Background: an optimization exercise with open tools, aiming at small area, a short achievable clock period and few clock cycles per item. Do not read the settings as production practice.
RTL that was checked went through simulation tests only; none was proved equivalent to the original.
No functional check of the RTL was part of run 1.

==> flow/design.v, too long to show whole: its modules and the start of the top module <==
// module mm_pe_mac: 1121 lines
// module mm_pe_col: 114 lines
// module mm_pe_sel: 3 lines
// module mm_pe_inv: 3 lines
// module mm_pe_and: 3 lines
// module mm_pe_xor: 3 lines
// module mm_pe_xnor: 3 lines
// module mm_pe_fa: 4 lines
// module mm_pe_fa1: 4 lines
// module mm_pe_ha: 4 lines
// module mm_pe_ha1: 4 lines
// module mm_pe_booth_rec: 17 lines
// module mm_pe_stream: 238 lines
module mm_pe_stream
#(
  parameter int W         = mm_pe_stream_pkg::PE_W,
  parameter int MAX_WORDS = mm_pe_stream_pkg::PE_MAX_WORDS,
  parameter int CNT_W     = mm_pe_stream_pkg::PE_CNT_W
) (
  input  logic             clk,
  input  logic             rstn,
  input  logic             start,
  input  logic [CNT_W-1:0] n_words,
  input  logic [W-1:0]     x_j,
  input  logic [W-1:0]     m_prime,
  input  logic [W-1:0]     s_hi,
  input  logic             in_valid,
  output logic             in_ready,
  input  logic [W-1:0]     y_i,
  input  logic [W-1:0]     m_i,
  input  logic [W-1:0]     s_i,
  output logic             out_valid,
  input  logic             out_ready,
  output logic [W-1:0]     out_word,
  output logic [W-1:0]     out_top,
  output logic             busy,
  output logic             done,
  output logic             err
);
  // ...
==> flow/flow/run.sh <==
#!/bin/bash
# Layout flow: the standard flow, with the port buffers made from plain
# buffers (sky130_fd_sc_hd__buf_2) instead of the cell buffer_ports picks by itself.
set -e
cp standard.sh standard_sh.txt
cp config.mk config_in.txt
echo 'export BUFFER_PORTS_ARGS = -buffer_cell sky130_fd_sc_hd__buf_2' >> config.mk
bash standard.sh > standard.log 2>&1
==> flow/standard.sh <==
#!/bin/bash
# synth_recipe.tcl (not shown) runs the flow's synth.tcl, then flattens the netlist and writes it again
# the make line also repeats each setting of config.mk as NAME=value (left out here)
make -C /OpenROAD-flow-scripts/flow DESIGN_CONFIG=/design/flow/config.mk WORK_HOME=/design/flow/orfs CLKGATE_MAP_FILE= SYNTH_SCRIPT=/design/flow/synth_recipe.tcl "${@:-finish}"
==> flow/config.mk <==
export PLATFORM = sky130hd
export DESIGN_NAME = mm_pe_stream
export DESIGN_NICKNAME = mm_pe_stream
export VERILOG_FILES = /design/flow/design.v
export SDC_FILE = /design/flow/constraint.sdc
export NUM_CORES = 4
export LEC_CHECK = 0
export CAP_MARGIN = 20
export CORE_MARGIN = 2
export CORE_UTILIZATION = 70
export CTS_BUF_LIST = sky130_fd_sc_hd__clkbuf_4 sky130_fd_sc_hd__clkbuf_8
export SLEW_MARGIN = 60
export SYNTH_HIERARCHICAL = 1
export SYNTH_MINIMUM_KEEP_SIZE = 0
export BUFFER_PORTS_ARGS = -buffer_cell sky130_fd_sc_hd__buf_2
==> flow/constraint.sdc <==
create_clock -name core_clock -period 12.5 [get_ports {clk}]
set_input_delay 2.5000 -clock core_clock [delete_from_list [all_inputs] [get_ports {clk}]]
set_output_delay 2.5000 -clock core_clock [all_outputs]
set_load 0.01 [all_outputs]
==> reports/qor_table.md, run 1 <==
| Quantity | Reported |
| --- | --- |
| Run status | timing/DRC/antenna clean |
| RSZ-0062 raised after global routing | no |
| Sink count of the clock tree | 303 |
| Main combinational cell family by area after synthesis | adder cells |
| Startpoint types | flop |
| Source-to-sink clock delay at the later pin of the worst-skew pair | 650 ps |
| Area of the mapped netlist | 0.0250 mm^2 |
| Commonest non-fill, non-tap cell in the layout | sky130_fd_sc_hd__fa_1 |
| Largest cells by area after synthesis | sky130_fd_sc_hd__fa_1, sky130_fd_sc_hd__edfxtp_1, sky130_fd_sc_hd__dfxtp_1 |
| Number of vias in the routed layout | 17.7k |
| Nonclk buf count | 203 |
| Multi-input gates | 1,608 |
| Vias/cell | 6.45 |
| Final hold vios | 0 |
| # Max-Cap Violations | 0 |
| Detailed-routing wirelength on met1 | 27,500 um |
| Number of buffers created by CTS | 49 |
| Starting density of the core | 70.6% |
| Average wire per standard cell | 25.0 um |
| Seq Cell Count | 303 |
| Synth Area in Adders | 29.5% |
| Leading cell types in the layout, fill and taps excluded | sky130_fd_sc_hd__fa_1, sky130_fd_sc_hd__xor2_1, sky130_fd_sc_hd__a22o_1 |
| Worst slew margin | 60.6% |
| Worst-path fanout max | 7 |
| Mux contribution to synthesized area | 0.946% |
| Ys flop type | sky130_fd_sc_hd__dfxtp_1 |
| Min setup slack post-route | 8120 ps |
| Hold WS | 395 ps |
| Syn avg cell area | 11.5 um^2 |
| Final antenna-violating net count | 0 |
| Share of the final layout cell area in multi-input gates | 59.8% |
| Placed inst area | 0.0255 mm^2 |
==> module mm_pe_col, before the edit <==
module mm_pe_col (
  input  logic [67:0] i_r,
  input  logic [17:0] i_c,
  output logic [33:0] o_a,
  output logic [33:0] o_b
);
  logic n2139, n2140, n2142, n2143, n2145, n2146, n2148, n2149, n2151, n2152, n2154, n2155, n2157, n2158, n2160, n2161;
  logic n2163, n2164, n2166, n2167, n2169, n2170, n2172, n2173, n2175, n2176, n2178, n2179, n2181, n2182, n2184, n2185;
  logic n2187, n2188, n2190, n2191, n2193, n2194, n2196, n2197, n2199, n2200, n2202, n2203, n2205, n2206, n2208, n2209;
  logic n2211, n2212, n2214, n2215, n2217, n2218, n2220, n2221, n2223, n2224, n2226, n2227, n2229, n2230, n2232, n2233;
  logic n2235, n2236, n2238, n2239;
  mm_pe_ha u2141 (.i_a(i_r[0]), .i_b(i_r[34]), .o_s(n2139), .o_c(n2140));
  mm_pe_fa u2144 (.i_a(i_r[1]), .i_b(i_r[35]), .i_c(i_c[1]), .o_s(n2142), .o_c(n2143));
  mm_pe_fa u2147 (.i_a(i_r[2]), .i_b(i_r[36]), .i_c(i_c[2]), .o_s(n2145), .o_c(n2146));
  mm_pe_fa u2150 (.i_a(i_r[3]), .i_b(i_r[37]), .i_c(i_c[3]), .o_s(n2148), .o_c(n2149));
  mm_pe_fa u2153 (.i_a(i_r[4]), .i_b(i_r[38]), .i_c(i_c[4]), .o_s(n2151), .o_c(n2152));
  mm_pe_fa u2156 (.i_a(i_r[5]), .i_b(i_r[39]), .i_c(i_c[5]), .o_s(n2154), .o_c(n2155));
  mm_pe_fa u2159 (.i_a(i_r[6]), .i_b(i_r[40]), .i_c(i_c[6]), .o_s(n2157), .o_c(n2158));
  mm_pe_fa u2162 (.i_a(i_r[7]), .i_b(i_r[41]), .i_c(i_c[7]), .o_s(n2160), .o_c(n2161));
  mm_pe_fa u2165 (.i_a(i_r[8]), .i_b(i_r[42]), .i_c(i_c[8]), .o_s(n2163), .o_c(n2164));
  mm_pe_fa u2168 (.i_a(i_r[9]), .i_b(i_r[43]), .i_c(i_c[9]), .o_s(n2166), .o_c(n2167));
  mm_pe_fa u2171 (.i_a(i_r[10]), .i_b(i_r[44]), .i_c(i_c[10]), .o_s(n2169), .o_c(n2170));
  mm_pe_fa u2174 (.i_a(i_r[11]), .i_b(i_r[45]), .i_c(i_c[11]), .o_s(n2172), .o_c(n2173));
  mm_pe_fa u2177 (.i_a(i_r[12]), .i_b(i_r[46]), .i_c(i_c[12]), .o_s(n2175), .o_c(n2176));
  mm_pe_fa u2180 (.i_a(i_r[13]), .i_b(i_r[47]), .i_c(i_c[13]), .o_s(n2178), .o_c(n2179));
  mm_pe_fa u2183 (.i_a(i_r[14]), .i_b(i_r[48]), .i_c(i_c[14]), .o_s(n2181), .o_c(n2182));
  mm_pe_fa u2186 (.i_a(i_r[15]), .i_b(i_r[49]), .i_c(i_c[15]), .o_s(n2184), .o_c(n2185));
  mm_pe_fa u2189 (.i_a(i_r[16]), .i_b(i_r[50]), .i_c(i_c[16]), .o_s(n2187), .o_c(n2188));
  mm_pe_fa u2192 (.i_a(i_r[17]), .i_b(i_r[51]), .i_c(i_c[17]), .o_s(n2190), .o_c(n2191));
  mm_pe_ha u2195 (.i_a(i_r[18]), .i_b(i_r[52]), .o_s(n2193), .o_c(n2194));
  mm_pe_ha u2198 (.i_a(i_r[19]), .i_b(i_r[53]), .o_s(n2196), .o_c(n2197));
  mm_pe_ha u2201 (.i_a(i_r[20]), .i_b(i_r[54]), .o_s(n2199), .o_c(n2200));
  mm_pe_ha u2204 (.i_a(i_r[21]), .i_b(i_r[55]), .o_s(n2202), .o_c(n2203));
  mm_pe_ha u2207 (.i_a(i_r[22]), .i_b(i_r[56]), .o_s(n2205), .o_c(n2206));
  mm_pe_ha u2210 (.i_a(i_r[23]), .i_b(i_r[57]), .o_s(n2208), .o_c(n2209));
  mm_pe_ha u2213 (.i_a(i_r[24]), .i_b(i_r[58]), .o_s(n2211), .o_c(n2212));
  mm_pe_ha u2216 (.i_a(i_r[25]), .i_b(i_r[59]), .o_s(n2214), .o_c(n2215));
  mm_pe_ha u2219 (.i_a(i_r[26]), .i_b(i_r[60]), .o_s(n2217), .o_c(n2218));
  mm_pe_ha u2222 (.i_a(i_r[27]), .i_b(i_r[61]), .o_s(n2220), .o_c(n2221));
  mm_pe_ha u2225 (.i_a(i_r[28]), .i_b(i_r[62]), .o_s(n2223), .o_c(n2224));
  mm_pe_ha u2228 (.i_a(i_r[29]), .i_b(i_r[63]), .o_s(n2226), .o_c(n2227));
  mm_pe_ha u2231 (.i_a(i_r[30]), .i_b(i_r[64]), .o_s(n2229), .o_c(n2230));
  mm_pe_ha u2234 (.i_a(i_r[31]), .i_b(i_r[65]), .o_s(n2232), .o_c(n2233));
  mm_pe_ha u2237 (.i_a(i_r[32]), .i_b(i_r[66]), .o_s(n2235), .o_c(n2236));
  mm_pe_ha u2240 (.i_a(i_r[33]), .i_b(i_r[67]), .o_s(n2238), .o_c(n2239));
  assign o_a[0] = n2139;
  assign o_b[0] = i_c[0];
  assign o_a[1] = n2140;
  assign o_b[1] = n2142;
  assign o_a[2] = n2143;
  assign o_b[2] = n2145;
  assign o_a[3] = n2146;
  assign o_b[3] = n2148;
  assign o_a[4] = n2149;
  assign o_b[4] = n2151;
  assign o_a[5] = n2152;
  assign o_b[5] = n2154;
  assign o_a[6] = n2155;
  assign o_b[6] = n2157;
  assign o_a[7] = n2158;
  assign o_b[7] = n2160;
  assign o_a[8] = n2161;
  assign o_b[8] = n2163;
  assign o_a[9] = n2164;
  assign o_b[9] = n2166;
  assign o_a[10] = n2167;
  assign o_b[10] = n2169;
  assign o_a[11] = n2170;
  assign o_b[11] = n2172;
  assign o_a[12] = n2173;
  assign o_b[12] = n2175;
  assign o_a[13] = n2176;
  assign o_b[13] = n2178;
  assign o_a[14] = n2179;
  assign o_b[14] = n2181;
  assign o_a[15] = n2182;
  assign o_b[15] = n2184;
  assign o_a[16] = n2185;
  assign o_b[16] = n2187;
  assign o_a[17] = n2188;
  assign o_b[17] = n2190;
  assign o_a[18] = n2191;
  assign o_b[18] = n2193;
  assign o_a[19] = n2194;
  assign o_b[19] = n2196;
  assign o_a[20] = n2197;
  assign o_b[20] = n2199;
  assign o_a[21] = n2200;
  assign o_b[21] = n2202;
  assign o_a[22] = n2203;
  assign o_b[22] = n2205;
  assign o_a[23] = n2206;
  assign o_b[23] = n2208;
  assign o_a[24] = n2209;
  assign o_b[24] = n2211;
  assign o_a[25] = n2212;
  assign o_b[25] = n2214;
  assign o_a[26] = n2215;
  assign o_b[26] = n2217;
  assign o_a[27] = n2218;
  assign o_b[27] = n2220;
  assign o_a[28] = n2221;
  assign o_b[28] = n2223;
  assign o_a[29] = n2224;
  assign o_b[29] = n2226;
  assign o_a[30] = n2227;
  assign o_b[30] = n2229;
  assign o_a[31] = n2230;
  assign o_b[31] = n2232;
  assign o_a[32] = n2233;
  assign o_b[32] = n2235;
  assign o_a[33] = n2236;
  assign o_b[33] = n2238;
endmodule
==> inputs of run 2 (changes only) <==
--- a/flow/design.v
+++ b/flow/design.v
@@ -1,15 +1,15 @@
 package mm_pe_stream_pkg;
   localparam int PE_W         = 16;
   localparam int PE_MAX_WORDS = 256;
   localparam int PE_CNT_W     = 9;
   localparam int PE_SUM_W   = 2 * PE_W + 2;
   localparam int PE_CARRY_W = PE_W + 2;
-  localparam int PE_ROWS = 2;
+  localparam int PE_ROWS = 3;
   localparam logic [2:0] PH_IDLE = 3'd0;   
   localparam logic [2:0] PH_P1   = 3'd1;   
   localparam logic [2:0] PH_PQ   = 3'd2;   
   localparam logic [2:0] PH_RUN  = 3'd3;   
   localparam logic [2:0] PH_FL   = 3'd4;   
   localparam logic [2:0] PH_END  = 3'd5;   
   localparam logic [2:0] K_T  = 3'd0;   
   localparam logic [2:0] K_Q  = 3'd1;   
@@ -18,17 +18,17 @@
   localparam logic [2:0] K_F  = 3'd4;   
 endpackage
 module mm_pe_mac (
   input  logic [15:0] i_x,
   input  logic [15:0] i_q,
   input  logic [24:0] i_yd,
   input  logic [24:0] i_md,
   input  logic [15:0] i_s,
-  output logic [67:0] o_rows
+  output logic [101:0] o_rows
 );
   logic n1, n2, n3, n4, n5, n6, n7, n8, n9, n10, n11, n12, n13, n14, n15, n16;
   logic n17, n18, n19, n20, n21, n22, n23, n24, n25, n26, n27, n28, n29, n30, n31, n32;
   logic n33, n34, n35, n36, n37, n38, n39, n40, n41, n42, n43, n44, n45, n46, n47, n48;
   logic n49, n50, n51, n52, n53, n54, n55, n56, n57, n58, n59, n60, n61, n62, n63, n64;
   logic n65, n66, n67, n68, n69, n70, n71, n72, n73, n74, n75, n76, n77, n78, n79, n80;
   logic n81, n82, n83, n84, n85, n86, n87, n88, n89, n90, n91, n92, n93, n94, n95, n96;
   logic n97, n98, n99, n100, n101, n102, n103, n104, n105, n106, n107, n108, n109, n110, n111, n112;
@@ -147,23 +147,17 @@
   logic n1905, n1906, n1907, n1908, n1909, n1910, n1911, n1912, n1913, n1914, n1915, n1916, n1917, n1918, n1919, n1920;
   logic n1921, n1922, n1923, n1924, n1925, n1926, n1927, n1928, n1929, n1930, n1931, n1932, n1933, n1934, n1935, n1936;
   logic n1937, n1938, n1939, n1940, n1941, n1942, n1943, n1944, n1945, n1946, n1947, n1948, n1949, n1950, n1951, n1952;
   logic n1953, n1954, n1955, n1956, n1957, n1958, n1959, n1960, n1961, n1962, n1963, n1964, n1965, n1966, n1967, n1968;
   logic n1969, n1970, n1971, n1972, n1973, n1974, n1975, n1976, n1977, n1978, n1979, n1980, n1981, n1982, n1983, n1984;
   logic n1985, n1986, n1987, n1988, n1989, n1990, n1991, n1992, n1993, n1994, n1995, n1996, n1997, n1998, n1999, n2000;
   logic n2001, n2002, n2003, n2004, n2005, n2006, n2007, n2008, n2009, n2010, n2011, n2012, n2013, n2014, n2015, n2016;
   logic n2017, n2018, n2019, n2020, n2021, n2022, n2023, n2024, n2025, n2026, n2027, n2028, n2029, n2030, n2031, n2032;
-  logic n2033, n2034, n2035, n2036, n2037, n2038, n2039, n2040, n2041, n2042, n2043, n2044, n2045, n2046, n2047, n2048;
-  logic n2049, n2050, n2051, n2052, n2053, n2054, n2055, n2056, n2057, n2058, n2059, n2060, n2061, n2062, n2063, n2064;
-  logic n2065, n2066, n2067, n2068, n2069, n2070, n2071, n2072, n2073, n2074, n2075, n2076, n2077, n2078, n2079, n2080;
-  logic n2081, n2082, n2083, n2084, n2085, n2086, n2087, n2088, n2089, n2090, n2091, n2092, n2093, n2094, n2095, n2096;
-  logic n2097, n2098, n2099, n2100, n2101, n2102, n2103, n2104, n2105, n2106, n2107, n2108, n2109, n2110, n2111, n2112;
-  logic n2113, n2114, n2115, n2116, n2117, n2118, n2119, n2120, n2121, n2122, n2123, n2124, n2125, n2126, n2127, n2128;
-  logic n2129, n2130, n2131, n2132, n2133, n2134, n2135, n2136, n2137, n2138;
+  logic n2033, n2034, n2035, n2036, n2037, n2038, n2039;
   mm_pe_and u2 (.i_a(i_yd[0]), .i_b(i_x[0]), .o_y(n1));
   mm_pe_xor u4 (.i_a(n1), .i_b(i_yd[16]), .o_y(n3));
   mm_pe_sel u6 (.i_one(i_yd[0]), .i_two(i_yd[8]), .i_a(i_x[1]), .i_b(i_x[0]), .o_y(n5));
   mm_pe_xor u8 (.i_a(n5), .i_b(i_yd[16]), .o_y(n7));
   mm_pe_sel u10 (.i_one(i_yd[0]), .i_two(i_yd[8]), .i_a(i_x[2]), .i_b(i_x[1]), .o_y(n9));
   mm_pe_xor u12 (.i_a(n9), .i_b(i_yd[16]), .o_y(n11));
   mm_pe_sel u14 (.i_one(i_yd[0]), .i_two(i_yd[8]), .i_a(i_x[3]), .i_b(i_x[2]), .o_y(n13));
   mm_pe_xor u16 (.i_a(n13), .i_b(i_yd[16]), .o_y(n15));
@@ -1031,231 +1025,270 @@
   mm_pe_fa u2018 (.i_a(n1891), .i_b(n1896), .i_c(n1894), .o_s(n2016), .o_c(n2017));
   mm_pe_fa u2021 (.i_a(n1897), .i_b(n1902), .i_c(n1905), .o_s(n2019), .o_c(n2020));
   mm_pe_fa u2024 (.i_a(n1908), .i_b(n1903), .i_c(n1906), .o_s(n2022), .o_c(n2023));
   mm_pe_fa u2027 (.i_a(n1914), .i_b(n1909), .i_c(n1912), .o_s(n2025), .o_c(n2026));
   mm_pe_fa u2030 (.i_a(n1920), .i_b(n1915), .i_c(n1918), .o_s(n2028), .o_c(n2029));
   mm_pe_fa u2033 (.i_a(n1926), .i_b(n1921), .i_c(n1929), .o_s(n2031), .o_c(n2032));
   mm_pe_fa u2036 (.i_a(n1932), .i_b(n1927), .i_c(n1935), .o_s(n2034), .o_c(n2035));
   mm_pe_fa u2039 (.i_a(n1941), .i_b(n1938), .i_c(n1933), .o_s(n2037), .o_c(n2038));
-  mm_pe_ha u2042 (.i_a(n3), .i_b(n595), .o_s(n2040), .o_c(n2041));
-  mm_pe_fa u2045 (.i_a(n599), .i_b(n1945), .i_c(n1947), .o_s(n2043), .o_c(n2044));
-  mm_pe_fa u2048 (.i_a(n1948), .i_b(n1950), .i_c(n1767), .o_s(n2046), .o_c(n2047));
-  mm_pe_fa u2051 (.i_a(n1951), .i_b(n1770), .i_c(n1953), .o_s(n2049), .o_c(n2050));
-  mm_pe_fa u2054 (.i_a(n1954), .i_b(n1779), .i_c(n1956), .o_s(n2052), .o_c(n2053));
-  mm_pe_fa u2057 (.i_a(n1957), .i_b(n1785), .i_c(n1959), .o_s(n2055), .o_c(n2056));
-  mm_pe_fa u2060 (.i_a(n1791), .i_b(n1960), .i_c(n1962), .o_s(n2058), .o_c(n2059));
-  mm_pe_fa u2063 (.i_a(n1963), .i_b(n1797), .i_c(n1965), .o_s(n2061), .o_c(n2062));
-  mm_pe_fa u2066 (.i_a(n1966), .i_b(n1803), .i_c(n1968), .o_s(n2064), .o_c(n2065));
-  mm_pe_fa u2069 (.i_a(n1809), .i_b(n1969), .i_c(n1971), .o_s(n2067), .o_c(n2068));
-  mm_pe_fa u2072 (.i_a(n1815), .i_b(n1972), .i_c(n1974), .o_s(n2070), .o_c(n2071));
-  mm_pe_fa u2075 (.i_a(n1821), .i_b(n1975), .i_c(n1977), .o_s(n2073), .o_c(n2074));
-  mm_pe_fa u2078 (.i_a(n1978), .i_b(n1827), .i_c(n1980), .o_s(n2076), .o_c(n2077));
-  mm_pe_fa u2081 (.i_a(n1981), .i_b(n1833), .i_c(n1983), .o_s(n2079), .o_c(n2080));
-  mm_pe_fa u2084 (.i_a(n1839), .i_b(n1984), .i_c(n1986), .o_s(n2082), .o_c(n2083));
-  mm_pe_fa u2087 (.i_a(n1845), .i_b(n1987), .i_c(n1989), .o_s(n2085), .o_c(n2086));
-  mm_pe_fa u2090 (.i_a(n1851), .i_b(n1990), .i_c(n1992), .o_s(n2088), .o_c(n2089));
-  mm_pe_fa u2093 (.i_a(n1857), .i_b(n1993), .i_c(n1995), .o_s(n2091), .o_c(n2092));
-  mm_pe_fa u2096 (.i_a(n1863), .i_b(n1996), .i_c(n1998), .o_s(n2094), .o_c(n2095));
-  mm_pe_fa u2099 (.i_a(n1869), .i_b(n1999), .i_c(n2001), .o_s(n2097), .o_c(n2098));
-  mm_pe_fa u2102 (.i_a(n1875), .i_b(n2002), .i_c(n2004), .o_s(n2100), .o_c(n2101));
-  mm_pe_fa u2105 (.i_a(n1881), .i_b(n2005), .i_c(n2007), .o_s(n2103), .o_c(n2104));
-  mm_pe_fa u2108 (.i_a(n1887), .i_b(n2008), .i_c(n2010), .o_s(n2106), .o_c(n2107));
-  mm_pe_fa u2111 (.i_a(n1893), .i_b(n2011), .i_c(n2013), .o_s(n2109), .o_c(n2110));
-  mm_pe_fa u2114 (.i_a(n1899), .i_b(n2014), .i_c(n2016), .o_s(n2112), .o_c(n2113));
-  mm_pe_fa u2117 (.i_a(n1900), .i_b(n2019), .i_c(n2017), .o_s(n2115), .o_c(n2116));
-  mm_pe_fa u2120 (.i_a(n1911), .i_b(n2020), .i_c(n2022), .o_s(n2118), .o_c(n2119));
-  mm_pe_fa u2123 (.i_a(n1917), .i_b(n2023), .i_c(n2025), .o_s(n2121), .o_c(n2122));
-  mm_pe_fa u2126 (.i_a(n1923), .i_b(n2026), .i_c(n2028), .o_s(n2124), .o_c(n2125));
-  mm_pe_fa u2129 (.i_a(n1924), .i_b(n2031), .i_c(n2029), .o_s(n2127), .o_c(n2128));
-  mm_pe_fa u2132 (.i_a(n1930), .i_b(n2034), .i_c(n2032), .o_s(n2130), .o_c(n2131));
-  mm_pe_fa u2135 (.i_a(n1936), .i_b(n2037), .i_c(n2035), .o_s(n2133), .o_c(n2134));
-  mm_pe_fa u2138 (.i_a(n1942), .i_b(n1939), .i_c(n2038), .o_s(n2136), .o_c(n2137));
-  assign o_rows[0] = n2040;
-  assign o_rows[1] = n2041;
-  assign o_rows[2] = n2044;
-  assign o_rows[3] = n2047;
-  assign o_rows[4] = n2050;
-  assign o_rows[5] = n2053;
-  assign o_rows[6] = n2056;
-  assign o_rows[7] = n2059;
-  assign o_rows[8] = n2062;
-  assign o_rows[9] = n2065;
-  assign o_rows[10] = n2068;
-  assign o_rows[11] = n2071;
-  assign o_rows[12] = n2074;
-  assign o_rows[13] = n2077;
-  assign o_rows[14] = n2080;
-  assign o_rows[15] = n2083;
-  assign o_rows[16] = n2086;
-  assign o_rows[17] = n2089;
-  assign o_rows[18] = n2092;
-  assign o_rows[19] = n2095;
-  assign o_rows[20] = n2098;
-  assign o_rows[21] = n2101;
-  assign o_rows[22] = n2104;
-  assign o_rows[23] = n2107;
-  assign o_rows[24] = n2110;
-  assign o_rows[25] = n2113;
-  assign o_rows[26] = n2116;
-  assign o_rows[27] = n2119;
-  assign o_rows[28] = n2122;
-  assign o_rows[29] = n2125;
-  assign o_rows[30] = n2128;
-  assign o_rows[31] = n2131;
-  assign o_rows[32] = n2134;
-  assign o_rows[33] = n2137;
-  assign o_rows[34] = n1944;
-  assign o_rows[35] = n2043;
-  assign o_rows[36] = n2046;
-  assign o_rows[37] = n2049;
-  assign o_rows[38] = n2052;
-  assign o_rows[39] = n2055;
-  assign o_rows[40] = n2058;
-  assign o_rows[41] = n2061;
-  assign o_rows[42] = n2064;
-  assign o_rows[43] = n2067;
-  assign o_rows[44] = n2070;
-  assign o_rows[45] = n2073;
-  assign o_rows[46] = n2076;
-  assign o_rows[47] = n2079;
-  assign o_rows[48] = n2082;
-  assign o_rows[49] = n2085;
-  assign o_rows[50] = n2088;
-  assign o_rows[51] = n2091;
-  assign o_rows[52] = n2094;
-  assign o_rows[53] = n2097;
-  assign o_rows[54] = n2100;
-  assign o_rows[55] = n2103;
-  assign o_rows[56] = n2106;
-  assign o_rows[57] = n2109;
-  assign o_rows[58] = n2112;
-  assign o_rows[59] = n2115;
-  assign o_rows[60] = n2118;
-  assign o_rows[61] = n2121;
-  assign o_rows[62] = n2124;
-  assign o_rows[63] = n2127;
-  assign o_rows[64] = n2130;
-  assign o_rows[65] = n2133;
-  assign o_rows[66] = n2136;
-  assign o_rows[67] = 1'b1;
+  assign o_rows[0] = n1944;
+  assign o_rows[1] = n1945;
+  assign o_rows[2] = n1948;
+  assign o_rows[3] = n1951;
+  assign o_rows[4] = n1954;
+  assign o_rows[5] = n1957;
+  assign o_rows[6] = n1960;
+  assign o_rows[7] = n1963;
+  assign o_rows[8] = n1966;
+  assign o_rows[9] = n1969;
+  assign o_rows[10] = n1972;
+  assign o_rows[11] = n1975;
+  assign o_rows[12] = n1978;
+  assign o_rows[13] = n1981;
+  assign o_rows[14] = n1984;
+  assign o_rows[15] = n1987;
+  assign o_rows[16] = n1990;
+  assign o_rows[17] = n1993;
+  assign o_rows[18] = n1996;
+  assign o_rows[19] = n1999;
+  assign o_rows[20] = n2002;
+  assign o_rows[21] = n2005;
+  assign o_rows[22] = n2008;
+  assign o_rows[23] = n2011;
+  assign o_rows[24] = n2014;
+  assign o_rows[25] = n2017;
+  assign o_rows[26] = n2020;
+  assign o_rows[27] = n2023;
+  assign o_rows[28] = n2026;
+  assign o_rows[29] = n2029;
+  assign o_rows[30] = n2032;
+  assign o_rows[31] = n2035;
+  assign o_rows[32] = n2038;
+  assign o_rows[33] = 1'b1;
+  assign o_rows[34] = n3;
+  assign o_rows[35] = n1947;
+  assign o_rows[36] = n1950;
+  assign o_rows[37] = n1953;
+  assign o_rows[38] = n1956;
+  assign o_rows[39] = n1959;
+  assign o_rows[40] = n1962;
+  assign o_rows[41] = n1965;
+  assign o_rows[42] = n1968;
+  assign o_rows[43] = n1971;
+  assign o_rows[44] = n1974;
+  assign o_rows[45] = n1977;
+  assign o_rows[46] = n1980;
+  assign o_rows[47] = n1983;
+  assign o_rows[48] = n1986;
+  assign o_rows[49] = n1989;
+  assign o_rows[50] = n1992;
+  assign o_rows[51] = n1995;
+  assign o_rows[52] = n1998;
+  assign o_rows[53] = n2001;
+  assign o_rows[54] = n2004;
+  assign o_rows[55] = n2007;
+  assign o_rows[56] = n2010;
+  assign o_rows[57] = n2013;
+  assign o_rows[58] = n2016;
+  assign o_rows[59] = n2019;
+  assign o_rows[60] = n2022;
+  assign o_rows[61] = n2025;
+  assign o_rows[62] = n2028;
+  assign o_rows[63] = n2031;
+  assign o_rows[64] = n2034;
+  assign o_rows[65] = n2037;
+  assign o_rows[66] = n1942;
+  assign o_rows[67] = 1'b0;
+  assign o_rows[68] = n595;
+  assign o_rows[69] = n599;
+  assign o_rows[70] = n1767;
+  assign o_rows[71] = n1770;
+  assign o_rows[72] = n1779;
+  assign o_rows[73] = n1785;
+  assign o_rows[74] = n1791;
+  assign o_rows[75] = n1797;
+  assign o_rows[76] = n1803;
+  assign o_rows[77] = n1809;
+  assign o_rows[78] = n1815;
+  assign o_rows[79] = n1821;
+  assign o_rows[80] = n1827;
+  assign o_rows[81] = n1833;
+  assign o_rows[82] = n1839;
+  assign o_rows[83] = n1845;
+  assign o_rows[84] = n1851;
+  assign o_rows[85] = n1857;
+  assign o_rows[86] = n1863;
+  assign o_rows[87] = n1869;
+  assign o_rows[88] = n1875;
+  assign o_rows[89] = n1881;
+  assign o_rows[90] = n1887;
+  assign o_rows[91] = n1893;
+  assign o_rows[92] = n1899;
+  assign o_rows[93] = n1900;
+  assign o_rows[94] = n1911;
+  assign o_rows[95] = n1917;
+  assign o_rows[96] = n1923;
+  assign o_rows[97] = n1924;
+  assign o_rows[98] = n1930;
+  assign o_rows[99] = n1936;
+  assign o_rows[100] = n1939;
+  assign o_rows[101] = 1'b0;
 endmodule
 module mm_pe_col (
-  input  logic [67:0] i_r,
+  input  logic [101:0] i_r,
   input  logic [17:0] i_c,
   output logic [33:0] o_a,
   output logic [33:0] o_b
 );
-  logic n2139, n2140, n2142, n2143, n2145, n2146, n2148, n2149, n2151, n2152, n2154, n2155, n2157, n2158, n2160, n2161;
-  logic n2163, n2164, n2166, n2167, n2169, n2170, n2172, n2173, n2175, n2176, n2178, n2179, n2181, n2182, n2184, n2185;
-  logic n2187, n2188, n2190, n2191, n2193, n2194, n2196, n2197, n2199, n2200, n2202, n2203, n2205, n2206, n2208, n2209;
-  logic n2211, n2212, n2214, n2215, n2217, n2218, n2220, n2221, n2223, n2224, n2226, n2227, n2229, n2230, n2232, n2233;
-  logic n2235, n2236, n2238, n2239;
-  mm_pe_ha u2141 (.i_a(i_r[0]), .i_b(i_r[34]), .o_s(n2139), .o_c(n2140));
-  mm_pe_fa u2144 (.i_a(i_r[1]), .i_b(i_r[35]), .i_c(i_c[1]), .o_s(n2142), .o_c(n2143));
-  mm_pe_fa u2147 (.i_a(i_r[2]), .i_b(i_r[36]), .i_c(i_c[2]), .o_s(n2145), .o_c(n2146));
-  mm_pe_fa u2150 (.i_a(i_r[3]), .i_b(i_r[37]), .i_c(i_c[3]), .o_s(n2148), .o_c(n2149));
-  mm_pe_fa u2153 (.i_a(i_r[4]), .i_b(i_r[38]), .i_c(i_c[4]), .o_s(n2151), .o_c(n2152));
-  mm_pe_fa u2156 (.i_a(i_r[5]), .i_b(i_r[39]), .i_c(i_c[5]), .o_s(n2154), .o_c(n2155));
-  mm_pe_fa u2159 (.i_a(i_r[6]), .i_b(i_r[40]), .i_c(i_c[6]), .o_s(n2157), .o_c(n2158));
-  mm_pe_fa u2162 (.i_a(i_r[7]), .i_b(i_r[41]), .i_c(i_c[7]), .o_s(n2160), .o_c(n2161));
-  mm_pe_fa u2165 (.i_a(i_r[8]), .i_b(i_r[42]), .i_c(i_c[8]), .o_s(n2163), .o_c(n2164));
-  mm_pe_fa u2168 (.i_a(i_r[9]), .i_b(i_r[43]), .i_c(i_c[9]), .o_s(n2166), .o_c(n2167));
-  mm_pe_fa u2171 (.i_a(i_r[10]), .i_b(i_r[44]), .i_c(i_c[10]), .o_s(n2169), .o_c(n2170));
-  mm_pe_fa u2174 (.i_a(i_r[11]), .i_b(i_r[45]), .i_c(i_c[11]), .o_s(n2172), .o_c(n2173));
-  mm_pe_fa u2177 (.i_a(i_r[12]), .i_b(i_r[46]), .i_c(i_c[12]), .o_s(n2175), .o_c(n2176));
-  mm_pe_fa u2180 (.i_a(i_r[13]), .i_b(i_r[47]), .i_c(i_c[13]), .o_s(n2178), .o_c(n2179));
-  mm_pe_fa u2183 (.i_a(i_r[14]), .i_b(i_r[48]), .i_c(i_c[14]), .o_s(n2181), .o_c(n2182));
-  mm_pe_fa u2186 (.i_a(i_r[15]), .i_b(i_r[49]), .i_c(i_c[15]), .o_s(n2184), .o_c(n2185));
-  mm_pe_fa u2189 (.i_a(i_r[16]), .i_b(i_r[50]), .i_c(i_c[16]), .o_s(n2187), .o_c(n2188));
-  mm_pe_fa u2192 (.i_a(i_r[17]), .i_b(i_r[51]), .i_c(i_c[17]), .o_s(n2190), .o_c(n2191));
-  mm_pe_ha u2195 (.i_a(i_r[18]), .i_b(i_r[52]), .o_s(n2193), .o_c(n2194));
-  mm_pe_ha u2198 (.i_a(i_r[19]), .i_b(i_r[53]), .o_s(n2196), .o_c(n2197));
-  mm_pe_ha u2201 (.i_a(i_r[20]), .i_b(i_r[54]), .o_s(n2199), .o_c(n2200));
-  mm_pe_ha u2204 (.i_a(i_r[21]), .i_b(i_r[55]), .o_s(n2202), .o_c(n2203));
-  mm_pe_ha u2207 (.i_a(i_r[22]), .i_b(i_r[56]), .o_s(n2205), .o_c(n2206));
-  mm_pe_ha u2210 (.i_a(i_r[23]), .i_b(i_r[57]), .o_s(n2208), .o_c(n2209));
-  mm_pe_ha u2213 (.i_a(i_r[24]), .i_b(i_r[58]), .o_s(n2211), .o_c(n2212));
-  mm_pe_ha u2216 (.i_a(i_r[25]), .i_b(i_r[59]), .o_s(n2214), .o_c(n2215));
-  mm_pe_ha u2219 (.i_a(i_r[26]), .i_b(i_r[60]), .o_s(n2217), .o_c(n2218));
-  mm_pe_ha u2222 (.i_a(i_r[27]), .i_b(i_r[61]), .o_s(n2220), .o_c(n2221));
-  mm_pe_ha u2225 (.i_a(i_r[28]), .i_b(i_r[62]), .o_s(n2223), .o_c(n2224));
-  mm_pe_ha u2228 (.i_a(i_r[29]), .i_b(i_r[63]), .o_s(n2226), .o_c(n2227));
-  mm_pe_ha u2231 (.i_a(i_r[30]), .i_b(i_r[64]), .o_s(n2229), .o_c(n2230));
-  mm_pe_ha u2234 (.i_a(i_r[31]), .i_b(i_r[65]), .o_s(n2232), .o_c(n2233));
-  mm_pe_ha u2237 (.i_a(i_r[32]), .i_b(i_r[66]), .o_s(n2235), .o_c(n2236));
-  mm_pe_ha u2240 (.i_a(i_r[33]), .i_b(i_r[67]), .o_s(n2238), .o_c(n2239));
-  assign o_a[0] = n2139;
-  assign o_b[0] = i_c[0];
-  assign o_a[1] = n2140;
-  assign o_b[1] = n2142;
-  assign o_a[2] = n2143;
-  assign o_b[2] = n2145;
-  assign o_a[3] = n2146;
-  assign o_b[3] = n2148;
-  assign o_a[4] = n2149;
-  assign o_b[4] = n2151;
-  assign o_a[5] = n2152;
-  assign o_b[5] = n2154;
-  assign o_a[6] = n2155;
-  assign o_b[6] = n2157;
-  assign o_a[7] = n2158;
-  assign o_b[7] = n2160;
-  assign o_a[8] = n2161;
-  assign o_b[8] = n2163;
-  assign o_a[9] = n2164;
-  assign o_b[9] = n2166;
-  assign o_a[10] = n2167;
-  assign o_b[10] = n2169;
-  assign o_a[11] = n2170;
-  assign o_b[11] = n2172;
-  assign o_a[12] = n2173;
-  assign o_b[12] = n2175;
-  assign o_a[13] = n2176;
-  assign o_b[13] = n2178;
-  assign o_a[14] = n2179;
-  assign o_b[14] = n2181;
-  assign o_a[15] = n2182;
-  assign o_b[15] = n2184;
-  assign o_a[16] = n2185;
-  assign o_b[16] = n2187;
-  assign o_a[17] = n2188;
-  assign o_b[17] = n2190;
-  assign o_a[18] = n2191;
-  assign o_b[18] = n2193;
-  assign o_a[19] = n2194;
-  assign o_b[19] = n2196;
-  assign o_a[20] = n2197;
-  assign o_b[20] = n2199;
-  assign o_a[21] = n2200;
-  assign o_b[21] = n2202;
-  assign o_a[22] = n2203;
-  assign o_b[22] = n2205;
-  assign o_a[23] = n2206;
-  assign o_b[23] = n2208;
-  assign o_a[24] = n2209;
-  assign o_b[24] = n2211;
-  assign o_a[25] = n2212;
-  assign o_b[25] = n2214;
-  assign o_a[26] = n2215;
-  assign o_b[26] = n2217;
-  assign o_a[27] = n2218;
-  assign o_b[27] = n2220;
-  assign o_a[28] = n2221;
-  assign o_b[28] = n2223;
-  assign o_a[29] = n2224;
-  assign o_b[29] = n2226;
-  assign o_a[30] = n2227;
-  assign o_b[30] = n2229;
-  assign o_a[31] = n2230;
-  assign o_b[31] = n2232;
-  assign o_a[32] = n2233;
-  assign o_b[32] = n2235;
-  assign o_a[33] = n2236;
-  assign o_b[33] = n2238;
+  logic n2040, n2041, n2043, n2044, n2046, n2047, n2049, n2050, n2052, n2053, n2055, n2056, n2058, n2059, n2061, n2062;
+  logic n2064, n2065, n2067, n2068, n2070, n2071, n2073, n2074, n2076, n2077, n2079, n2080, n2082, n2083, n2085, n2086;
+  logic n2088, n2089, n2091, n2092, n2094, n2095, n2097, n2098, n2100, n2101, n2103, n2104, n2106, n2107, n2109, n2110;
+  logic n2112, n2113, n2115, n2116, n2118, n2119, n2121, n2122, n2124, n2125, n2127, n2128, n2130, n2131, n2133, n2134;
+  logic n2136, n2137, n2139, n2140, n2142, n2143, n2145, n2146, n2148, n2149, n2151, n2152, n2154, n2155, n2157, n2158;
+  logic n2160, n2161, n2163, n2164, n2166, n2167, n2169, n2170, n2172, n2173, n2175, n2176, n2178, n2179, n2181, n2182;
+  logic n2184, n2185, n2187, n2188, n2190, n2191, n2193, n2194, n2196, n2197, n2199, n2200, n2202, n2203, n2205, n2206;
+  logic n2208, n2209, n2211, n2212, n2214, n2215, n2217, n2218, n2220, n2221, n2223, n2224, n2226, n2227, n2229, n2230;
+  logic n2232, n2233, n2235, n2236, n2238, n2239, n2241, n2242;
+  mm_pe_ha u2042 (.i_a(i_r[0]), .i_b(i_r[34]), .o_s(n2040), .o_c(n2041));
+  mm_pe_fa u2045 (.i_a(i_r[1]), .i_b(i_r[35]), .i_c(i_r[69]), .o_s(n2043), .o_c(n2044));
+  mm_pe_fa u2048 (.i_a(i_r[2]), .i_b(i_r[36]), .i_c(i_r[70]), .o_s(n2046), .o_c(n2047));
+  mm_pe_fa u2051 (.i_a(i_r[3]), .i_b(i_r[37]), .i_c(i_r[71]), .o_s(n2049), .o_c(n2050));
+  mm_pe_fa u2054 (.i_a(i_r[4]), .i_b(i_r[38]), .i_c(i_r[72]), .o_s(n2052), .o_c(n2053));
+  mm_pe_fa u2057 (.i_a(i_r[5]), .i_b(i_r[39]), .i_c(i_r[73]), .o_s(n2055), .o_c(n2056));
+  mm_pe_fa u2060 (.i_a(i_r[6]), .i_b(i_r[40]), .i_c(i_r[74]), .o_s(n2058), .o_c(n2059));
+  mm_pe_fa u2063 (.i_a(i_r[7]), .i_b(i_r[41]), .i_c(i_r[75]), .o_s(n2061), .o_c(n2062));
+  mm_pe_fa u2066 (.i_a(i_r[8]), .i_b(i_r[42]), .i_c(i_r[76]), .o_s(n2064), .o_c(n2065));
+  mm_pe_fa u2069 (.i_a(i_r[9]), .i_b(i_r[43]), .i_c(i_r[77]), .o_s(n2067), .o_c(n2068));
+  mm_pe_fa u2072 (.i_a(i_r[10]), .i_b(i_r[44]), .i_c(i_r[78]), .o_s(n2070), .o_c(n2071));
+  mm_pe_fa u2075 (.i_a(i_r[11]), .i_b(i_r[45]), .i_c(i_r[79]), .o_s(n2073), .o_c(n2074));
+  mm_pe_fa u2078 (.i_a(i_r[12]), .i_b(i_r[46]), .i_c(i_r[80]), .o_s(n2076), .o_c(n2077));
+  mm_pe_fa u2081 (.i_a(i_r[13]), .i_b(i_r[47]), .i_c(i_r[81]), .o_s(n2079), .o_c(n2080));
+  mm_pe_fa u2084 (.i_a(i_r[14]), .i_b(i_r[48]), .i_c(i_r[82]), .o_s(n2082), .o_c(n2083));
+  mm_pe_fa u2087 (.i_a(i_r[15]), .i_b(i_r[49]), .i_c(i_r[83]), .o_s(n2085), .o_c(n2086));
+  mm_pe_fa u2090 (.i_a(i_r[16]), .i_b(i_r[50]), .i_c(i_r[84]), .o_s(n2088), .o_c(n2089));
+  mm_pe_fa u2093 (.i_a(i_r[17]), .i_b(i_r[51]), .i_c(i_r[85]), .o_s(n2091), .o_c(n2092));
+  mm_pe_ha u2096 (.i_a(i_r[18]), .i_b(i_r[52]), .o_s(n2094), .o_c(n2095));
+  mm_pe_ha u2099 (.i_a(i_r[19]), .i_b(i_r[53]), .o_s(n2097), .o_c(n2098));
+  mm_pe_ha u2102 (.i_a(i_r[20]), .i_b(i_r[54]), .o_s(n2100), .o_c(n2101));
+  mm_pe_ha u2105 (.i_a(i_r[21]), .i_b(i_r[55]), .o_s(n2103), .o_c(n2104));
+  mm_pe_ha u2108 (.i_a(i_r[22]), .i_b(i_r[56]), .o_s(n2106), .o_c(n2107));
+  mm_pe_ha u2111 (.i_a(i_r[23]), .i_b(i_r[57]), .o_s(n2109), .o_c(n2110));
+  mm_pe_ha u2114 (.i_a(i_r[24]), .i_b(i_r[58]), .o_s(n2112), .o_c(n2113));
+  mm_pe_ha u2117 (.i_a(i_r[25]), .i_b(i_r[59]), .o_s(n2115), .o_c(n2116));
+  mm_pe_ha u2120 (.i_a(i_r[26]), .i_b(i_r[60]), .o_s(n2118), .o_c(n2119));
+  mm_pe_ha u2123 (.i_a(i_r[27]), .i_b(i_r[61]), .o_s(n2121), .o_c(n2122));
+  mm_pe_ha u2126 (.i_a(i_r[28]), .i_b(i_r[62]), .o_s(n2124), .o_c(n2125));
+  mm_pe_ha u2129 (.i_a(i_r[29]), .i_b(i_r[63]), .o_s(n2127), .o_c(n2128));
+  mm_pe_ha u2132 (.i_a(i_r[30]), .i_b(i_r[64]), .o_s(n2130), .o_c(n2131));
+  mm_pe_ha u2135 (.i_a(i_r[31]), .i_b(i_r[65]), .o_s(n2133), .o_c(n2134));
+  mm_pe_ha u2138 (.i_a(i_r[32]), .i_b(i_r[66]), .o_s(n2136), .o_c(n2137));
+  mm_pe_ha u2141 (.i_a(i_r[33]), .i_b(i_r[67]), .o_s(n2139), .o_c(n2140));
+  mm_pe_ha u2144 (.i_a(i_r[68]), .i_b(i_c[0]), .o_s(n2142), .o_c(n2143));
+  mm_pe_fa u2147 (.i_a(i_c[1]), .i_b(n2041), .i_c(n2043), .o_s(n2145), .o_c(n2146));
+  mm_pe_fa u2150 (.i_a(i_c[2]), .i_b(n2044), .i_c(n2046), .o_s(n2148), .o_c(n2149));
+  mm_pe_fa u2153 (.i_a(i_c[3]), .i_b(n2047), .i_c(n2049), .o_s(n2151), .o_c(n2152));
+  mm_pe_fa u2156 (.i_a(i_c[4]), .i_b(n2050), .i_c(n2052), .o_s(n2154), .o_c(n2155));
+  mm_pe_fa u2159 (.i_a(i_c[5]), .i_b(n2053), .i_c(n2055), .o_s(n2157), .o_c(n2158));
+  mm_pe_fa u2162 (.i_a(i_c[6]), .i_b(n2056), .i_c(n2058), .o_s(n2160), .o_c(n2161));
+  mm_pe_fa u2165 (.i_a(i_c[7]), .i_b(n2059), .i_c(n2061), .o_s(n2163), .o_c(n2164));
+  mm_pe_fa u2168 (.i_a(i_c[8]), .i_b(n2062), .i_c(n2064), .o_s(n2166), .o_c(n2167));
+  mm_pe_fa u2171 (.i_a(i_c[9]), .i_b(n2065), .i_c(n2067), .o_s(n2169), .o_c(n2170));
+  mm_pe_fa u2174 (.i_a(i_c[10]), .i_b(n2068), .i_c(n2070), .o_s(n2172), .o_c(n2173));
+  mm_pe_fa u2177 (.i_a(i_c[11]), .i_b(n2071), .i_c(n2073), .o_s(n2175), .o_c(n2176));
+  mm_pe_fa u2180 (.i_a(i_c[12]), .i_b(n2074), .i_c(n2076), .o_s(n2178), .o_c(n2179));
+  mm_pe_fa u2183 (.i_a(i_c[13]), .i_b(n2077), .i_c(n2079), .o_s(n2181), .o_c(n2182));
+  mm_pe_fa u2186 (.i_a(i_c[14]), .i_b(n2080), .i_c(n2082), .o_s(n2184), .o_c(n2185));
+  mm_pe_fa u2189 (.i_a(i_c[15]), .i_b(n2083), .i_c(n2085), .o_s(n2187), .o_c(n2188));
+  mm_pe_fa u2192 (.i_a(i_c[16]), .i_b(n2086), .i_c(n2088), .o_s(n2190), .o_c(n2191));
+  mm_pe_fa u2195 (.i_a(i_c[17]), .i_b(n2089), .i_c(n2091), .o_s(n2193), .o_c(n2194));
+  mm_pe_fa u2198 (.i_a(i_r[86]), .i_b(n2094), .i_c(n2092), .o_s(n2196), .o_c(n2197));
+  mm_pe_fa u2201 (.i_a(i_r[87]), .i_b(n2095), .i_c(n2097), .o_s(n2199), .o_c(n2200));
+  mm_pe_fa u2204 (.i_a(i_r[88]), .i_b(n2098), .i_c(n2100), .o_s(n2202), .o_c(n2203));
+  mm_pe_fa u2207 (.i_a(i_r[89]), .i_b(n2101), .i_c(n2103), .o_s(n2205), .o_c(n2206));
+  mm_pe_fa u2210 (.i_a(i_r[90]), .i_b(n2104), .i_c(n2106), .o_s(n2208), .o_c(n2209));
+  mm_pe_fa u2213 (.i_a(i_r[91]), .i_b(n2107), .i_c(n2109), .o_s(n2211), .o_c(n2212));
+  mm_pe_fa u2216 (.i_a(i_r[92]), .i_b(n2110), .i_c(n2112), .o_s(n2214), .o_c(n2215));
+  mm_pe_fa u2219 (.i_a(i_r[93]), .i_b(n2113), .i_c(n2115), .o_s(n2217), .o_c(n2218));
+  mm_pe_fa u2222 (.i_a(i_r[94]), .i_b(n2116), .i_c(n2118), .o_s(n2220), .o_c(n2221));
+  mm_pe_fa u2225 (.i_a(i_r[95]), .i_b(n2119), .i_c(n2121), .o_s(n2223), .o_c(n2224));
+  mm_pe_fa u2228 (.i_a(i_r[96]), .i_b(n2122), .i_c(n2124), .o_s(n2226), .o_c(n2227));
+  mm_pe_fa u2231 (.i_a(i_r[97]), .i_b(n2125), .i_c(n2127), .o_s(n2229), .o_c(n2230));
+  mm_pe_fa u2234 (.i_a(i_r[98]), .i_b(n2128), .i_c(n2130), .o_s(n2232), .o_c(n2233));
+  mm_pe_fa u2237 (.i_a(i_r[99]), .i_b(n2131), .i_c(n2133), .o_s(n2235), .o_c(n2236));
+  mm_pe_fa u2240 (.i_a(i_r[100]), .i_b(n2134), .i_c(n2136), .o_s(n2238), .o_c(n2239));
+  mm_pe_fa u2243 (.i_a(i_r[101]), .i_b(n2137), .i_c(n2139), .o_s(n2241), .o_c(n2242));
+  assign o_a[0] = n2142;
+  assign o_b[0] = n2040;
+  assign o_a[1] = n2143;
+  assign o_b[1] = n2145;
+  assign o_a[2] = n2146;
+  assign o_b[2] = n2148;
+  assign o_a[3] = n2149;
+  assign o_b[3] = n2151;
+  assign o_a[4] = n2152;
+  assign o_b[4] = n2154;
+  assign o_a[5] = n2155;
+  assign o_b[5] = n2157;
+  assign o_a[6] = n2158;
+  assign o_b[6] = n2160;
+  assign o_a[7] = n2161;
+  assign o_b[7] = n2163;
+  assign o_a[8] = n2164;
+  assign o_b[8] = n2166;
+  assign o_a[9] = n2167;
+  assign o_b[9] = n2169;
+  assign o_a[10] = n2170;
+  assign o_b[10] = n2172;
+  assign o_a[11] = n2173;
+  assign o_b[11] = n2175;
+  assign o_a[12] = n2176;
+  assign o_b[12] = n2178;
+  assign o_a[13] = n2179;
+  assign o_b[13] = n2181;
+  assign o_a[14] = n2182;
+  assign o_b[14] = n2184;
+  assign o_a[15] = n2185;
+  assign o_b[15] = n2187;
+  assign o_a[16] = n2188;
+  assign o_b[16] = n2190;
+  assign o_a[17] = n2191;
+  assign o_b[17] = n2193;
+  assign o_a[18] = n2194;
+  assign o_b[18] = n2196;
+  assign o_a[19] = n2197;
+  assign o_b[19] = n2199;
+  assign o_a[20] = n2200;
+  assign o_b[20] = n2202;
+  assign o_a[21] = n2203;
+  assign o_b[21] = n2205;
+  assign o_a[22] = n2206;
+  assign o_b[22] = n2208;
+  assign o_a[23] = n2209;
+  assign o_b[23] = n2211;
+  assign o_a[24] = n2212;
+  assign o_b[24] = n2214;
+  assign o_a[25] = n2215;
+  assign o_b[25] = n2217;
+  assign o_a[26] = n2218;
+  assign o_b[26] = n2220;
+  assign o_a[27] = n2221;
+  assign o_b[27] = n2223;
+  assign o_a[28] = n2224;
+  assign o_b[28] = n2226;
+  assign o_a[29] = n2227;
+  assign o_b[29] = n2229;
+  assign o_a[30] = n2230;
+  assign o_b[30] = n2232;
+  assign o_a[31] = n2233;
+  assign o_b[31] = n2235;
+  assign o_a[32] = n2236;
+  assign o_b[32] = n2238;
+  assign o_a[33] = n2239;
+  assign o_b[33] = n2241;
 endmodule
 module mm_pe_sel (input logic i_one, input logic i_two, input logic i_a, input logic i_b, output logic o_y);
   assign o_y = (i_one & i_a) | (i_two & i_b);
 endmodule
 module mm_pe_inv (input logic i_a, output logic o_y);
   assign o_y = ~i_a;
 endmodule
 module mm_pe_and (input logic i_a, input logic i_b, output logic o_y);
==> flow/config.mk (replaced) <==
export PLATFORM = sky130hd
export DESIGN_NAME = mm_pe_stream
export DESIGN_NICKNAME = mm_pe_stream
export VERILOG_FILES = /design/flow/design.v
export SDC_FILE = /design/flow/constraint.sdc
export NUM_CORES = 4
export LEC_CHECK = 0
export CAP_MARGIN = 20
export CORE_MARGIN = 2
export CORE_UTILIZATION = 70
export CTS_BUF_LIST = sky130_fd_sc_hd__clkbuf_16
export CTS_CLUSTER_DIAMETER = 80
export CTS_CLUSTER_SIZE = 24
export SLEW_MARGIN = 60
export SYNTH_HIERARCHICAL = 1
export SYNTH_MINIMUM_KEEP_SIZE = 0
export BUFFER_PORTS_ARGS = -buffer_cell sky130_fd_sc_hd__buf_2
==> reports/qor_table.md, run 2 <==
| Quantity | Reported | Delta |
| --- | --- | --- |
| Sequential area share after synthesis | 31.5% | was 30.1% |
| Number of vias in the routed layout | 17.6k | was 17.7k |
| RSZ-0062 raised after global routing | no | unchanged |
| Area of the core region | 0.0367 mm^2 | was 0.0354 mm^2 |
| Clock root cell | sky130_fd_sc_hd__clkbuf_16 | was sky130_fd_sc_hd__clkbuf_8 |
| Nets | 2,784 | was 2,756 |
| GRT Total Usage | 35.7% | was 38.0% |
| Sink count of the clock tree | 337 | was 303 |
| Startpoint types | flop | unchanged |
| Largest register FFs | 102 | was 68 |
| Critical path capture point type | flop | unchanged |
| Final RePlAce weighted congestion | 0.967 | was 0.941 |
| Source-to-sink clock delay at the later pin of the worst-skew pair | 560 ps | was 650 ps |
| DRT Wirelength | 67,700 um | was 68,700 um |
| Signed area change from the synthesized netlist to the final layout | 3.79% | was 6.68% |
| Synth cell count leaders | sky130_fd_sc_hd__fa_1, sky130_fd_sc_hd__xor2_1, sky130_fd_sc_hd__a22o_1, sky130_fd_sc_hd__buf_4, sky130_fd_sc_hd__dfxtp_1 | unchanged |
| Cell area after layout | 0.0271 mm^2 | was 0.0267 mm^2 |
| Hold WS | 378 ps | was 395 ps |
| Worst-path fanout max | 3 | was 7 |
| Grt total ovfl | 0 | unchanged |
| Reg-to-reg setup timing slack | 8470 ps | was 8120 ps |
| Final antenna-violating net count | 0 | unchanged |
| Maximum frequency from static timing analysis | 248 MHz | was 228 MHz |
| Area of the multi-input gates | 0.0161 mm^2 | was 0.0159 mm^2 |
| Synth warnings | 7 | unchanged |
| Number of max-slew violations in the final report | 0 | unchanged |
| Reg clk slew, reported paths | 90 ps | was 70 ps |
| Setup crit start | r_rows[35]$_DFF_P_ | was r_x[8]$_DFFE_PP_ |
| Clock tree from TritonCTS | yes | unchanged |
| DR pass1 iterations | 5 | unchanged |
| CP Data Required Time | 12,940 ps | was 13,000 ps |
| Most repeated cell in the gate-level netlist after synthesis | sky130_fd_sc_hd__fa_1 | unchanged |
| Maximum number of pins on one net before global-route repair | 51 | was 67 |
| FFs w/ async S/R, synth | 8.01% | was 8.91% |
| Synth Register Bits | 337 | was 303 |
| Starting density of the core | 71.1% | was 70.6% |
| Final setup violation count | 0 | unchanged |
| Min-delay worst type | flop to flop | unchanged |
| Yosys top cell by area | sky130_fd_sc_hd__fa_1 | unchanged |
| Wire length of the first global-routing pass | 105,000 um | about the same |
| Critical Path AT | 4460 ps | was 4880 ps |
| Setup repair bufs after CTS | 0 | unchanged |
| # Max-Cap Violations | 0 | unchanged |
| Cell count after synthesis | 2,268 | was 2,167 |
| Max H-tree Level | 1 | was 2 |
| Tightest Pin Transition | 587 ps | was 591 ps |
| Leading cell types in the layout, fill and taps excluded | sky130_fd_sc_hd__fa_1, sky130_fd_sc_hd__xor2_1, sky130_fd_sc_hd__a22o_1 | unchanged |
| Post-synth cell types | 70 | was 66 |
| Syn avg cell area | 11.5 um^2 | about the same |
| Largest Register | r_rows | unchanged |
| Post-layout minimum cycle time | 4030 ps | was 4380 ps |
| Biggest registers after layout | r_rows x102, r_qb x48 | was r_rows x68, r_qb x48 |
| Number of buffers created by CTS | 21 | was 49 |
| Min-Delay Startpoint | r_ir_v$_DFF_PN0_ | unchanged |
| Setup Skew | 19.5 ps | was 33.2 ps |
| Placed inst area | 0.0264 mm^2 | was 0.0255 mm^2 |
| Quantity of hold-fixing buffers added after cts | 0 | unchanged |
| Average wire per standard cell | 24.6 um | was 25.0 um |
| Antenna violations before repair | 2 | was 0 |
| Reg area | 0.00828 mm^2 | was 0.00759 mm^2 |
| Ys flop type | sky130_fd_sc_hd__dfxtp_1 | unchanged |
| Period utilization | 32.2% | was 35.0% |
| Total die area | 0.0389 mm^2 | was 0.0372 mm^2 |
| Layout cell share with drive strength beyond 1 | 13.4% | was 16.1% |
| Run status | timing/DRC/antenna clean | unchanged |
| Placement Rows | 70 | was 69 |
| Number of I/O pins | 147 | unchanged |
| Vias/cell | 6.39 | was 6.45 |
| Final hold vios | 0 | unchanged |
| Share of the synthesized area in the top cell type | 23.5% | was 24.5% |
| Origin of the critical flop-to-flop path | r_rows[35]$_DFF_P_ | was r_x[8]$_DFFE_PP_ |
| Final total negative setup slack | 0 ps | unchanged |
| Worst slew margin | 60.6% | about the same |
| Via count of the first global-routing pass | 17.7k | was 17.9k |
| Die extent in x | 197 um | was 193 um |
| Drt drc | 0 | unchanged |
| Number of fillers in the final layout | 2,528 | was 2,455 |
| PortBufs | 132 | unchanged |
| Max clock buf depth | 3 | unchanged |
| Count of instances resized after the clock tree is built | 0 | unchanged |
| Number of synthesized flops with an enable pin | 133 | unchanged |
| Violation count after the first detailed-route iteration | 1,634 | was 1,831 |
| Chip height | 197 um | was 193 um |
| Count of antenna diodes in the layout | 0 | unchanged |
| Largest cells by area after synthesis | sky130_fd_sc_hd__fa_1, sky130_fd_sc_hd__edfxtp_1, sky130_fd_sc_hd__dfxtp_1 | unchanged |
| Dpl hpwl | 51,000 um | was 51,400 um |
| Kind of critical path | flop to flop | unchanged |
| Area of the mapped netlist | 0.0261 mm^2 | was 0.0250 mm^2 |
| Commonest non-fill, non-tap cell in the layout | sky130_fd_sc_hd__fa_1 | unchanged |
[run 2: changes by cell type after synthesis, moves of 4 or more]
cell                      change
sky130_fd_sc_hd__o21ai_0      -5
sky130_fd_sc_hd__buf_2        +5
sky130_fd_sc_hd__nand4_1      -8
sky130_fd_sc_hd__nor3_1       +4
sky130_fd_sc_hd__a21o_1       -4
sky130_fd_sc_hd__buf_4       +35
sky130_fd_sc_hd__dfxtp_1     +34
sky130_fd_sc_hd__nand2_1     +11
sky130_fd_sc_hd__inv_1        -4
sky130_fd_sc_hd__nor2_1      +10
sky130_fd_sc_hd__nand3_1      +4
[run 2: through the flow]
step	utilization, %	worst slack, ps	std cells
after floorplan	-	8450	2282
after global placement	70.9	8070	2677
after detailed placement	71.9	8000	2713
after CTS	73.8	8510	2751
after global routing	73.8	8340	2751
final	73.8	8470	2751
[run 2: cell families (layout without fill, tap and decap cells)]
logic type,after synthesis,in the layout,share of synthesized area [%]
compound gates,469,469,13.5
simple gates,417,417,8.08
fa+ha+maj,406,406,28.3
flops,337,337,31.5
xor+xnor,308,308,10.4
buf+inv,303,304,7.26
mux,25,25,0.982
other cells,3,17,0.0431
[run 2: worst paths after layout]
path                            cells past startpoint                    to
worst max-delay path                               11  r_c[0]$_SDFFCE_PN0P_
worst min-delay path                                0      r_cs_v$_DFF_PN0_
worst max register to register                     11  r_c[0]$_SDFFCE_PN0P_
worst min register to register                      0      r_cs_v$_DFF_PN0_
max in group asynchronous                           1   r_rp[1]$_DFFE_PN0P_
min in group asynchronous                           1   r_ph[1]$_DFFE_PN0P_
[run 2: worst max-delay path, stage by stage (launching register included)]
cell and delay [ps]:
sky130_fd_sc_hd__dfxtp_1 390, sky130_fd_sc_hd__fa_1 450, sky130_fd_sc_hd__fa_1 520, sky130_fd_sc_hd__inv_1 70, sky130_fd_sc_hd__fa_1 440, sky130_fd_sc_hd__nand2b_1 190
sky130_fd_sc_hd__a21o_1 200, sky130_fd_sc_hd__a31oi_1 430, sky130_fd_sc_hd__a41oi_1 270, sky130_fd_sc_hd__o21ai_0 270, sky130_fd_sc_hd__xor2_1 470, sky130_fd_sc_hd__and2_1 200
[run 2: final cells by class]
type	instances	share of cell area (%)
Tap cell	468	2.16
Inverter	72	0.997
Clock inverter	17	0.536
Timing Repair Buffer	194	4.25
Clock buffer	21	1.94
Sequential cell	337	30.6
Multi-Input combinational cell	1642	59.5
[run 2: layer usage]
| metal | up-vias | routed length, um | global-route usage, % |
|---|---|---|---|
| li1 | 7659 | - | - |
| met1 | 8864 | 28600 | 52.6 |
| met2 | 967 | 30300 | 54.7 |
| met3 | 98 | 7550 | 8.50 |
| met4 | 4 | 1230 | 7.38 |
| met5 | - | 27 | 0 |
[run 2: per-module statistics from Yosys, one instance, submodules excluded, a selection]
module           cells inside  flip-flops and latches  times used  cell area, um^2
mm_pe_and                   1                       0          64             6.26
mm_pe_booth_rec            39                       0           2              293
mm_pe_fa1                   5                       0           6             27.5
mm_pe_ha                    1                       0          40             12.5
mm_pe_inv                   1                       0          16             3.75
mm_pe_xor                   1                       0         272             8.76
Testbench counts of run 2, summed over its fixed seeds: cycles 13,915, words 13,043.
==> inputs of run 3 (changes only) <==
--- a/flow/config.mk
+++ b/flow/config.mk
@@ -13,3 +13,3 @@
 export CTS_CLUSTER_SIZE = 24
-export SLEW_MARGIN = 60
+export SLEW_MARGIN = 45
 export SYNTH_HIERARCHICAL = 1
==> reports/qor_table.md, run 3 <==
| Quantity | Reported | Delta |
| --- | --- | --- |
| Run status | timing/DRC/antenna clean | unchanged |
| Synth cell count leaders | sky130_fd_sc_hd__fa_1, sky130_fd_sc_hd__xor2_1, sky130_fd_sc_hd__a22o_1, sky130_fd_sc_hd__buf_4, sky130_fd_sc_hd__dfxtp_1 | unchanged |
| Vias/cell | 6.41 | was 6.39 |
| Share of the synthesized area in the top cell type | 23.5% | unchanged |
| Sequence of cells on the critical path | fa_1 -> fa_1 -> inv_1 -> fa_1 -> nand2b_1 -> a21o_1 -> a31oi_1 -> a41oi_1 -> o21ba_2 -> xor2_1 -> o21ai_0 | was fa_1 -> fa_1 -> inv_1 -> fa_1 -> nand2b_1 -> a21o_1 -> a31oi_1 -> a41oi_1 -> o21ai_0 -> xor2_1 -> and2_1 |
| DR pass1 iterations | 7 | was 5 |
| Reg clk slew, reported paths | 90 ps | about the same |
| Period utilization | 32.0% | was 32.2% |
| Nets | 2,759 | was 2,784 |
| Wire length of the first global-routing pass | 104,000 um | was 105,000 um |
| Total die area | 0.0389 mm^2 | unchanged |
| Critical Path AT | 4330 ps | was 4460 ps |
| Final RePlAce weighted congestion | 0.967 | unchanged |
| Kind of critical path | flop to flop | unchanged |
| Number of vias in the routed layout | 17.5k | was 17.6k |
| Worst-path fanout max | 3 | unchanged |
| Largest register FFs | 102 | unchanged |
| Max clock buf depth | 3 | unchanged |
| Area of the core region | 0.0367 mm^2 | unchanged |
| Drt drc | 0 | unchanged |
| Slowest stage cell, crit path | sky130_fd_sc_hd__fa_1 | unchanged |
| PortBufs | 132 | unchanged |
| Critical Path Max Stage Delay | 530 ps | was 520 ps |
| Number of max-slew violations in the final report | 0 | unchanged |
| Antenna violations before repair | 1 | was 2 |
| Sequential area share after synthesis | 31.5% | unchanged |
| Count of antenna diodes in the layout | 0 | unchanged |
| Min-delay worst type | flop to flop | unchanged |
| Maximum frequency from static timing analysis | 250 MHz | was 248 MHz |
| Reg area | 0.00823 mm^2 | was 0.00828 mm^2 |
| Cell count after synthesis | 2,268 | unchanged |
| Sink count of the clock tree | 337 | unchanged |
| Post-Place Setup Slack | 7990 ps | was 8000 ps |
| Most repeated cell in the gate-level netlist after synthesis | sky130_fd_sc_hd__fa_1 | unchanged |
| CP Data Required Time | 12,830 ps | was 12,940 ps |
| Final hold vios | 0 | unchanged |
| Maximum number of pins on one net before global-route repair | 51 | unchanged |
| Layout cell share with drive strength beyond 1 | 10.9% | was 13.4% |
| Final antenna-violating net count | 0 | unchanged |
| Die extent in x | 197 um | unchanged |
| Count of buffer and inverter cells on the critical path | 1 | unchanged |
| Signed area change from the synthesized netlist to the final layout | 2.77% | was 3.79% |
| Source-to-sink clock delay at the later pin of the worst-skew pair | 560 ps | about the same |
| Number of fillers in the final layout | 2,590 | was 2,528 |
| Post-synth cell types | 70 | unchanged |
| Synth warnings | 7 | unchanged |
| DRT Wirelength | 67,500 um | was 67,700 um |
run 3: changes by cell type in the layout (fill, tap and decap cells not counted), sizes merged:
cell    previous run  this run
clkinv             2         3
inv               87        86
buf              194       169
run 3: logic make-up (layout without fill, tap and decap cells):
| logic type | count (synthesis) | in the layout | share of synthesized area [%] |
|---|---|---|---|
| AO/OA/AOI/OAI | 469 | 469 | 13.5 |
| XOR/XNOR | 308 | 308 | 10.4 |
| AND/OR/NAND/NOR | 417 | 417 | 8.08 |
| buffers and inverters | 303 | 279 | 7.26 |
| other | 3 | 17 | 0.0431 |
| flip-flops | 337 | 337 | 31.5 |
| multiplexers | 25 | 25 | 0.982 |
| adder cells (fa/ha/maj) | 406 | 406 | 28.3 |
run 3: stage by stage:
stage	utilization (%)	cells	instance area [um^2]
6_report	73.1	2726	26800
3_3_place_gp	70.9	2677	26000
2_1_floorplan	-	2282	26200
3_5_place_dp	71.1	2683	26100
4_1_cts	73.0	2721	26800
5_1_grt	73.1	2726	26800
run 3: area by class of cell:
type | count | area share (%)
Multi-Input combinational cell | 1642 | 60.0
Sequential cell | 337 | 30.7
Timing Repair Buffer | 169 | 3.65
Tap cell | 468 | 2.18
Clock buffer | 21 | 1.96
Inverter | 72 | 1.01
Clock inverter | 17 | 0.555
run 3: final timing paths:
| path | cells after the start | end | slack, ps | from |
|---|---|---|---|---|
| max | 11 | r_q[12]$_DFFE_PP_ | 8500 | r_rows[35]$_DFF_P_ |
| min | 0 | r_cs_v$_DFF_PN0_ | 400 | r_ir_v$_DFF_PN0_ |
| max reg2reg | 11 | r_q[12]$_DFFE_PP_ | 8500 | r_rows[35]$_DFF_P_ |
| min reg2reg | 0 | r_cs_v$_DFF_PN0_ | 400 | r_ir_v$_DFF_PN0_ |
| max in group asynchronous | 1 | r_rp[1]$_DFFE_PN0P_ | 10070 | rstn |
| min in group asynchronous | 1 | r_busy$_DFFE_PN0P_ | 1950 | rstn |
run 3: layer usage:
layer | share of wire (%) | GRT usage [%] | vias to the layer above
met1 | 43 | 52.7 | 8844
met2 | 45 | 53.7 | 917
met3 | 11 | 8.09 | 88
met5 | 0.019 | 0 | -
li1 | - | - | 7611
met4 | 1.8 | 7.24 | 2
run 3: per-module statistics from Yosys (local to each module, per instance), a selection:
module,cell area [um^2],copies in the design,cells inside,flops+latches
mm_pe_and,6.26,64,1,0
mm_pe_booth_rec,293,2,39,0
mm_pe_col,510,1,68,0
mm_pe_fa,20.0,305,1,0
mm_pe_fa1,27.5,6,5,0
mm_pe_ha1,11.3,2,2,0
mm_pe_inv,3.75,16,1,0
mm_pe_stream,12500,1,1047,337
mm_pe_xor,8.76,272,1,0

## afterwards: timing with drivers on the ports
In the flow no input, the clock included, has a driving cell. The finished layouts below were timed again as built, in two steps.
Step 1 assumes that a clkbuf_16 drives the clock port and a buf_2 every other input.
Step 2 adds t to the input delays and takes it off the output delays; t is the mean of the earliest and latest rising clock arrival at the registers after step 1. Input paths then give back, and output paths get back, about the clock's delay inside the block.
Slacks: ideal / step 1 / step 2; pairs: ideal / step 1.
run | shift t [ns] | setup WS [ns] | slew at the worst register clock pin (ns)
run 1 | 0.693 | 8.121 / 8.121 / 8.008 | 0.07 / 0.07
run 2 | 0.605 | 8.471 / 8.471 / 8.097 | 0.10 / 0.10
run 3 | 0.606 | 8.497 / 8.497 / 7.962 | 0.10 / 0.10
After both steps setup and hold are still met in every run listed. For run 3, which loses most, drivers alone change the setup slack by 0.000 ns; drivers and shift together by -0.535 ns.
